Source: an optimization exercise on an open RTL-to-GDS flow (aim: small area). Production flows keep margins and buffers that such runs may drop. The RTL was checked by simulation tests, not by an equivalence proof against the original design. No driver is modelled on the clock port, so clock power and skew are understated where the tree is cut down; a real chip needs a root buffer or a tree. Power is estimated from default activity; no workload was simulated.

## run 1
Design la_top, start of the top module:
module la_top (
    input  logic       clk,
    input  logic       rst_i,
    input  logic       cmd_req_i,
    input  logic [7:0] cmd_data_i,
    output logic       cmd_ack_o,
    output logic       rsp_req_o,
    output logic [7:0] rsp_data_o,
    input  logic       rsp_ack_i,
    input  logic [16:0] probe_i
);
Size: ~2600 cells after synthesis, about 1200 flip-flops, ~39 I/O pins, roughly 32000 µm² of cells after synthesis.
==> flow/config.mk <==
export PLATFORM = sky130hd
export DESIGN_NAME = la_top
export DESIGN_NICKNAME = la_top
export VERILOG_FILES = /design/flow/design.v
export SDC_FILE = /design/flow/constraint.sdc
export NUM_CORES = 4
export LEC_CHECK = 0
export CAP_MARGIN = 20
export CORE_MARGIN = 2
export CORE_UTILIZATION = 60
export CTS_BUF_LIST = sky130_fd_sc_hd__clkbuf_8
export CTS_CLUSTER_DIAMETER = 60
export CTS_CLUSTER_SIZE = 19
export SLEW_MARGIN = 20
==> flow/constraint.sdc <==
create_clock -name core_clock -period 8.0 [get_ports {clk}]
set_input_delay 1.6000 -clock core_clock [delete_from_list [all_inputs] [get_ports {clk}]]
set_output_delay 1.6000 -clock core_clock [all_outputs]
set_load 0.01 [all_outputs]
standard.sh (not shown) runs the stock make flow with config.mk's settings and CLKGATE_MAP_FILE= SYNTH_SCRIPT=/design/flow/synth_recipe.tcl, a recipe that flattens the netlist after the stock synthesis.
==> flow/flow/run.sh <==
#!/bin/bash
# The standard layout (standard.sh), with these changes:
#  - synthesis maps logic with an area-oriented abc script and without
#    extract_fa (synth_wrap.tcl, abc_area.script); everything else in it is
#    synth_recipe.tcl, and the registers are the standard synthesis's;
#  - CTS adds no dummy loads, and after CTS the branch and leaf clock buffers
#    become inverters (clk_inv.tcl);
#  - ports are buffered with the smallest buffer (the resizer still sizes it).
# Each tool's output goes to its own log here: standard_cts.log and
# standard_finish.log (make, with ORFS's per-step logs under orfs/logs) and
# clk_inv.log (openroad).
set -euo pipefail
export FLOW_SYNTH_TCL="$PWD/synth_recipe.tcl"
export AREA_ABC_SCRIPT="$PWD/flow/abc_area.script"
export CTS_ARGS="-sink_clustering_enable -repair_clock_nets -sink_clustering_size 19 -sink_clustering_max_diameter 60 -buf_list sky130_fd_sc_hd__clkbuf_8 -dont_use_dummy_load"
export BUFFER_PORTS_ARGS="-buffer_cell sky130_fd_sc_hd__buf_1"
bash standard.sh SYNTH_SCRIPT="$PWD/flow/synth_wrap.tcl" cts > standard_cts.log 2>&1
R="$PWD/orfs/results/$FLOW_PLATFORM/la_top/base"
PLATFORM_DIR="$FLOW_HOME/platforms/$FLOW_PLATFORM" CTS_ODB="$R/4_cts.odb" CTS_SDC="$R/4_cts.sdc" \
  openroad -no_init -exit flow/clk_inv.tcl > clk_inv.log 2>&1
bash standard.sh SYNTH_SCRIPT="$PWD/flow/synth_wrap.tcl" finish > standard_finish.log 2>&1
==> flow/flow/abc_area.script <==
&get -n
&st
&syn3
&dch
&nf -R 1000 -p -C 32
&st
&syn3
&dch
&nf -R 1000 -p -C 32
&st
&syn3
&dch
&nf -R 1000 -p -C 32
&put
Other scripts of this flow, unchanged in this note and not shown: flow/flow/clk_inv.tcl, flow/flow/synth_wrap.tcl
#### Input delta (run 2 over run 1)
- CTS_CLUSTER_SIZE: 19 -> 23
diff --git a/flow/flow/run.sh b/flow/flow/run.sh
--- a/flow/flow/run.sh
+++ b/flow/flow/run.sh
@@ -15 +15,2 @@
-export CTS_ARGS="-sink_clustering_enable -repair_clock_nets -sink_clustering_size 19 -sink_clustering_max_diameter 60 -buf_list sky130_fd_sc_hd__clkbuf_8 -dont_use_dummy_load"
+export CTS_ARGS="-sink_clustering_enable -repair_clock_nets -sink_clustering_size 23 -sink_clustering_max_diameter 60 -buf_list sky130_fd_sc_hd__clkbuf_8 -dont_use_dummy_load"
+export GPL_KEEP_OVERFLOW=0
### Flow results
Relative to run 1, the overall fraction of global-route tracks in use of run 2 is lower by 0.54 points. Diff run 2 and run 1: sequential share of layout area higher in run 1. Worst setup slack before clock tree synthesis ends up lower on run 1. Run 1 ended up with i_cmd_decoder.word_o[3] as its critical path startpoint; run 2 ended up with i_cmd_decoder.word_o[0]. Taking run 1 as the reference, in run 2 wire length reported by the detailed router down 800 µm, met1 track utilization from global routing down 1.1 points, minimum clock period down 0.24 ns, non-clock buffer count up 4. [run 2 vs run 1] met2 routed wirelength: lower in run 2. In run 2, the post-layout worst setup margin came out 0.24 ns above the value in run 1. Summary: clock network power consumption, run 2 better than run 1. When the final numbers for run 2 and run 1 were put side by side, the hold slack turned out to be smaller in run 2.
Setup changes, run 2 to run 3
- PLACE_DENSITY newly set to 0.75
- CTS_CLUSTER_SIZE changed from 23 to 22
diff --git a/flow/flow/run.sh b/flow/flow/run.sh
--- a/flow/flow/run.sh
+++ b/flow/flow/run.sh
@@ -15,2 +15 @@
-export CTS_ARGS="-sink_clustering_enable -repair_clock_nets -sink_clustering_size 23 -sink_clustering_max_diameter 60 -buf_list sky130_fd_sc_hd__clkbuf_8 -dont_use_dummy_load"
-export GPL_KEEP_OVERFLOW=0
+export CTS_ARGS="-sink_clustering_enable -repair_clock_nets -sink_clustering_size 22 -sink_clustering_max_diameter 60 -buf_list sky130_fd_sc_hd__clkbuf_8 -dont_use_dummy_load"
diff --git a/flow/flow/abc_area.script b/flow/flow/abc_area.script
--- a/flow/flow/abc_area.script
+++ b/flow/flow/abc_area.script
@@ -14,0 +15,4 @@
+topo
+stime -c
+upsize -c
+dnsize -c
Run 3 has completed all stages; timing, DRC and antenna checks passed.
There was hardly any difference in total die area between run 2 and run 3.
Of run 2 and run 3, run 2 shows the higher post-layout instance area, with run 3 below it.
Relative to run 2, count of antenna diodes in the layout decreased by 1 in run 3.
Critical path arrival | run 3 below run 2
[run 3 vs run 2] overall routed net length: lower in run 3
Run 3 reports a lower share of the cycle needed by the critical path after routing than run 2 does.
Diff run 3..run 2 | starting utilization of the core area | negligible
Proportion of layout cells with a drive suffix above 1: run 2 and run 3 compared, higher one is run 2
Relative to run 2, the wire length the detailed router placed on met1 measured on run 3 has decreased by a few percent.
Global-route wire length before repair (lower): run 3
Diff run 3..run 2 | number of resized instances in the post-cts repair step | unchanged
In every run of this note, the design's own scripts or RTL, not TritonCTS, make the clock network.

## separate check: timing with driven ports
The results above use ideal ports. As a check the final layouts listed here were re-extracted and re-timed, cells and wires unchanged. Step 1 assumes that a clkbuf_16 drives the clock port and a buf_2 every other input. Step 2 times the ports against the registers' clock, not the clock port: input delays grow and output delays shrink by t, the midpoint of the rising clock arrivals with the driver on. Slacks: ideal / step 1 / step 2; pairs: ideal / step 1.
| run | shift t [ns] | slack for setup (ns) | worst setup path at the end | worst register clock-pin slew, ns |
|---|---|---|---|---|
| run 1 | 0.739 | 1.405 / 1.345 / 2.084 | register to output | 0.11 / 0.11 |
| run 2 | 0.716 | 1.646 / 1.590 / 2.306 | register to output | 0.12 / 0.12 |
| run 3 | 0.740 | 1.729 / 1.669 / 2.409 | register to output | 0.12 / 0.12 |
After both steps setup and hold are still met in every run listed.
